What follows belongs to an exercise in optimizing a design on an open flow for small area, a short achievable clock period and few clock cycles per item; a production flow would make more cautious choices. RTL that was checked went through simulation tests only; none was proved equivalent to the original. Power figures rest on the tool's default switching activity, not on a simulated workload.

Setup of old:
Design bitmap_free_slot_finder, start of the top module:
module bitmap_free_slot_finder #(
    parameter int WORD_BITS = WORD_BITS_DEF,
    parameter int NUM_WORDS = NUM_WORDS_DEF
) (
    input  logic                  clk,
    input  logic                  rst_n,
    input  logic                  psel,
    input  logic                  penable,
    input  logic                  pwrite,
    input  logic [CFG_ADDR_W-1:0] paddr,
    input  logic [APB_DATA_W-1:0] pwdata,
    output logic [APB_DATA_W-1:0] prdata,
    output logic                  pready,
    input  logic                  req_valid,
    output logic                  req_ready,
    input  logic [MODE_W-1:0]     req_mode,
    input  logic [SLOT_W-1:0]     req_slot_index,
    input  logic [RUN_W-1:0]      req_run_length,
    output logic                  rsp_valid,
    input  logic                  rsp_ready,
    output logic [STATUS_W-1:0]   rsp_status,
    output logic                  rsp_bit_value,
    output logic [SLOT_W-1:0]     rsp_found_slot
);
    localparam int K    = 2;             
    localparam int CW   = 32 * K;        
    localparam int LK   = $clog2(K);
    localparam int LC   = 5 + LK;        
    localparam int CB   = 5 - LK;        
    localparam int QW   = 13 - LC;       
    logic [CFG_W-1:0] wiu_reg;
    logic [5:0]       nw;            
    assign pready = 1'b1;
    assign prdata = paddr[2] ? '0 : APB_DATA_W'(wiu_reg);
    assign nw     = wiu_reg[5] ? 6'd32 : wiu_reg;
    always_ff @(posedge clk or negedge rst_n)
    begin
        if (!rst_n)
            wiu_reg <= WIU_RESET;
        else if (psel && penable && pwrite && !paddr[2])
            wiu_reg <= pwdata[CFG_W-1:0];
    end
    logic [31:0] map_q [32];
    logic [31:0] map_d [32];
    logic        clearing;
    logic        sk_valid;
    logic [2:0]  sk_mode;
    logic [9:0]  sk_slot;
    logic [10:0] sk_run;
    logic        ex_valid;
    logic [9:0]  ex_slot;
    logic        ex_srch;        
    logic        ex_acc;         
    logic        ex_wr;          
    logic        ex_inr;         
    logic        ex_test;
    logic        ex_set;
    logic        ex_none;        
  ...
==> flow/config.mk <==
export PLATFORM = sky130hd
export DESIGN_NAME = bitmap_free_slot_finder
export DESIGN_NICKNAME = bitmap_free_slot_finder
export VERILOG_FILES = /design/flow/design.v
export SDC_FILE = /design/flow/constraint.sdc
export NUM_CORES = 4
export LEC_CHECK = 0
export CAP_MARGIN = 20
export CORE_MARGIN = 2
export CORE_UTILIZATION = 40
export CTS_BUF_LIST = sky130_fd_sc_hd__clkbuf_8
export SETUP_SLACK_MARGIN = 5
export SLEW_MARGIN = 20
==> flow/constraint.sdc <==
create_clock -name core_clock -period 11.0 [get_ports {clk}]
set_input_delay 2.2000 -clock core_clock [delete_from_list [all_inputs] [get_ports {clk}]]
set_output_delay 2.2000 -clock core_clock [all_outputs]
set_load 0.01 [all_outputs]
run.sh (not shown) runs the stock make flow with config.mk's settings and CLKGATE_MAP_FILE= SYNTH_SCRIPT=/design/flow/synth_recipe.tcl, a recipe that flattens the netlist after the stock synthesis.
Testbench counts of old, summed over its fixed seeds: cycles 12,884, items 9,600.
Input changes introduced in new (baseline for comparison: old):
==> flow/flow/run.sh (new file) <==
#!/bin/bash
cp standard.sh standard_sh.log
bash standard.sh SETUP_SLACK_MARGIN=6.5 finish > standard.log 2>&1
==> flow/standard.sh (new file) <==
#!/bin/bash
# synth_recipe.tcl (not shown) runs the flow's synth.tcl, then flattens the netlist and writes it again
# the make line also repeats each setting of config.mk as NAME=value (left out here)
make -C /OpenROAD-flow-scripts/flow DESIGN_CONFIG=/design/flow/config.mk WORK_HOME=/design/flow/orfs CLKGATE_MAP_FILE= SYNTH_SCRIPT=/design/flow/synth_recipe.tcl "${@:-finish}"
--- a/flow/config.mk
+++ b/flow/config.mk
@@ -10,4 +10,2 @@
 export CORE_UTILIZATION = 40
-export CTS_BUF_LIST = sky130_fd_sc_hd__clkbuf_8
-export SETUP_SLACK_MARGIN = 5
 export SLEW_MARGIN = 20
removed: flow/run.sh
==> comparison <==
- new vs old — share of the clock period used by the worst path dropped 4.8 points.
- Comparing new and old, maximum VDD drop is lower on old.
- Going from old to new, design area shows an increase of about 8%; multi-input combinational cell count shows an increase of 0.88%.
- In new relative to old, final HPWL from detailed placement had gone down slightly.
- Register share of total power for new: 4.2 points down relative to old
- old reports its worst setup path endpoint as rsp_bit_value$_DFFE_PN_ while new reports qh[6]$_DFFE_PP_.


Another version of the RTL of bitmap_free_slot_finder (not shown whole).
For scale: about 1200 flip-flops, about 110 I/O pins, ~0.057 mm² of cells after synthesis.
Settings: LEC_CHECK=0, CAP_MARGIN=20, CORE_MARGIN=2, CORE_UTILIZATION=40, CTS_BUF_LIST=sky130_fd_sc_hd__clkbuf_8, SETUP_SLACK_MARGIN=5, SLEW_MARGIN=20; clock period 11.0 ns.
Stock flow here: none of the scripts above is used.
The starting point completed without violations.
Testbench counts at the start, summed over its fixed seeds: cycles 12,884, items 9,600.
Change:
==> flow/flow/run.sh (new file) <==
#!/bin/bash
cp standard.sh standard_sh.log
bash standard.sh SETUP_SLACK_MARGIN=6.5 finish > standard.log 2>&1
==> flow/standard.sh (new file) <==
#!/bin/bash
# synth_recipe.tcl (not shown) runs the flow's synth.tcl, then flattens the netlist and writes it again
# the make line also repeats each setting of config.mk as NAME=value (left out here)
make -C /OpenROAD-flow-scripts/flow DESIGN_CONFIG=/design/flow/config.mk WORK_HOME=/design/flow/orfs CLKGATE_MAP_FILE= SYNTH_SCRIPT=/design/flow/synth_recipe.tcl "${@:-finish}"
SETUP_SLACK_MARGIN = default   (was 5)
removed: flow/run.sh
Outcome:
- via count increases by about 4.4%
- total power increases by about 8%
- die area does not change
- combinational power grows by about 20%
- count of clock-buffer cells in the layout is higher by 2
- synthesized area is unchanged
- wire length increases by 5.4%
- non-clock buffer count rose by 225
Change:
==> flow/flow/run.sh (replaced) <==
#!/bin/bash
cp standard.sh standard_sh.log
bash standard.sh SETUP_SLACK_MARGIN=6 finish > standard.log 2>&1
Effect:
- final area is lower by 2.7%
- clock-buffer cell count is higher by 4
- worst setup slack degrades by 0.033 ns


## tundra
bitmap_free_slot_finder, a different RTL version from the one above (not shown whole).
Size: ~4700 cells after synthesis, roughly 1200 flip-flops, about 110 I/O pins, roughly 57000 µm² of cells after synthesis.
make LEC_CHECK=0 CAP_MARGIN=20 CORE_MARGIN=2 CORE_UTILIZATION=40 SETUP_SLACK_MARGIN=5 SLEW_MARGIN=20 finish   # period 11.0 ns
Stock flow here: none of the scripts above is used.
The flow did not stop early for tundra: all stages ran, and the layout cleared the timing, design-rule and antenna checks.
Testbench counts of tundra, summed over its fixed seeds: cycles 12,884, items 9,600.
--- input diff tundra..pepper ---
Settings: clearing SETUP_SLACK_MARGIN, which used to be 5.
[summary]
Relative to tundra, the via count measured on pepper has decreased slightly. The total number of nets in the final design of pepper and that of tundra are within noise of each other. Re mean post-synth cell area: no difference whatsoever between tundra and pepper. On relative contribution of combinational cells to total power: between tundra and pepper, it ends up lower for pepper. A cell with the largest stage delay on the worst path of sky130_fd_sc_hd__a2bb2oi_1 is what tundra shows, while sky130_fd_sc_hd__o221a_2 belongs to pepper. First-pass GRT wire length of pepper falls short of that of tundra slightly. When pepper is set beside tundra, its number of non-clock buffers in the layout turns out to be about 3.7% smaller.


bitmap_free_slot_finder, a different RTL version from the one above (not shown whole).
For scale: roughly 1,200 flip-flops, roughly 110 I/O pins, ~58,000 µm² of cells after synthesis.
## bitmap_free_slot_finder
module bitmap_free_slot_finder #(
    parameter int WORD_BITS = WORD_BITS_DEF,
    parameter int NUM_WORDS = NUM_WORDS_DEF
) (
    input  logic                  clk,
    input  logic                  rst_n,
    input  logic                  psel,
    input  logic                  penable,
    input  logic                  pwrite,
    input  logic [CFG_ADDR_W-1:0] paddr,
    input  logic [APB_DATA_W-1:0] pwdata,
    output logic [APB_DATA_W-1:0] prdata,
    output logic                  pready,
    input  logic                  req_valid,
    output logic                  req_ready,
    input  logic [MODE_W-1:0]     req_mode,
    input  logic [SLOT_W-1:0]     req_slot_index,
    input  logic [RUN_W-1:0]      req_run_length,
    output logic                  rsp_valid,
    input  logic                  rsp_ready,
    output logic [STATUS_W-1:0]   rsp_status,
    output logic                  rsp_bit_value,
    output logic [SLOT_W-1:0]     rsp_found_slot
);
    localparam int K    = 2;             
    localparam int CW   = 32 * K;        
    localparam int LK   = $clog2(K);
    localparam int LC   = 5 + LK;        
    localparam int CB   = 5 - LK;        
    localparam int QW   = 13 - LC;       
    logic [CFG_W-1:0] wiu_reg;
    logic [5:0]       nw;            
    assign pready = 1'b1;
    assign prdata = paddr[2] ? '0 : APB_DATA_W'(wiu_reg);
    assign nw     = wiu_reg[5] ? 6'd32 : wiu_reg;
    always_ff @(posedge clk or negedge rst_n)
    begin
        if (!rst_n)
            wiu_reg <= WIU_RESET;
        else if (psel && penable && pwrite && !paddr[2])
            wiu_reg <= pwdata[CFG_W-1:0];
    end
    logic [31:0] map_q [32];
    logic [31:0] map_d [32];
    logic        clearing;
    logic        sk_valid;
    logic [2:0]  sk_mode;
    logic [9:0]  sk_slot;
    logic [10:0] sk_run;
    logic        ex_valid;
    logic [9:0]  ex_slot;
  ...
==> flow/config.mk <==
export PLATFORM = sky130hd
export DESIGN_NAME = bitmap_free_slot_finder
export DESIGN_NICKNAME = bitmap_free_slot_finder
export VERILOG_FILES = /design/flow/design.v
export SDC_FILE = /design/flow/constraint.sdc
export NUM_CORES = 4
export LEC_CHECK = 0
export CAP_MARGIN = 20
export CORE_MARGIN = 2
export CORE_UTILIZATION = 40
export CTS_BUF_LIST = sky130_fd_sc_hd__clkbuf_8
export SETUP_SLACK_MARGIN = 5
export SLEW_MARGIN = 20
==> flow/constraint.sdc <==
create_clock -name core_clock -period 11.0 [get_ports {clk}]
set_input_delay 2.2000 -clock core_clock [delete_from_list [all_inputs] [get_ports {clk}]]
set_output_delay 2.2000 -clock core_clock [all_outputs]
set_load 0.01 [all_outputs]
The baseline completed with no timing, DRC or antenna violations.
Rerun with:
==> flow/flow/run.sh (new file) <==
#!/bin/bash
cp standard.sh standard_sh.log
bash standard.sh SETUP_SLACK_MARGIN=6 finish > standard.log 2>&1
==> flow/standard.sh (new file) <==
#!/bin/bash
# synth_recipe.tcl (not shown) runs the flow's synth.tcl, then flattens the netlist and writes it again
# the make line also repeats each setting of config.mk as NAME=value (left out here)
make -C /OpenROAD-flow-scripts/flow DESIGN_CONFIG=/design/flow/config.mk WORK_HOME=/design/flow/orfs CLKGATE_MAP_FILE= SYNTH_SCRIPT=/design/flow/synth_recipe.tcl "${@:-finish}"
Settings changed: SETUP_SLACK_MARGIN 5 to default.
removed: flow/run.sh
What happened: Area after synthesis does not change; register-to-register slack gets better by 0.17 ns; count of clock-buffer cells in the layout fell by 1; worst setup slack gets better by 0.17 ns; power rose by a few percent; core utilization rose by 2.2 points; non-clock buffer count rose by 116; fmax rose by a few percent; sequential power fell slightly.
No functional check of the RTL was part of any run of this note.

## re-timing with driven ports
In the flow no input, the clock included, has a driving cell. The finished layouts below were timed again as built, in two steps. Step 1 sets driving cells, clkbuf_16 on the clock port and buf_2 on the other inputs (assumed; they add their load-dependent delay and slew). Step 2 times the ports against the registers' clock, not the clock port: input delays grow and output delays shrink by t, the midpoint of the rising clock arrivals with the driver on. Slacks: ideal ports / drivers / drivers and shift; pairs: ideal ports / drivers.
| run | t, ns | slack for setup (ns) | pins driven straight from the clock port |
|---|---|---|---|
| old | 1.002 | 4.937 / 4.937 / 4.774 | 1 |
| new | 0.821 | 5.469 / 5.469 / 5.288 | 1 |
| the first run of note 2 | 0.997 | 4.958 / 4.958 / 4.958 | 1 |
| the second run of note 2 | 0.986 | 5.899 / 5.899 / 5.377 | 1 |
| the third run of note 2 | 0.983 | 5.866 / 5.866 / 5.324 | 1 |
| tundra | 0.843 | 5.007 / 5.007 / 4.876 | 1 |
| pepper | 0.845 | 3.814 / 3.814 / 3.814 | 1 |
| the first run of note 4 | 1.000 | 4.909 / 4.909 / 4.909 | 1 |
| the second run of note 4 | 0.997 | 5.083 / 5.083 / 5.083 | 1 |
After both steps every run listed still meets setup and hold. The setup slack of the third run of note 2, which loses most, moves by 0.000 ns with the drivers and by -0.542 ns with both steps.
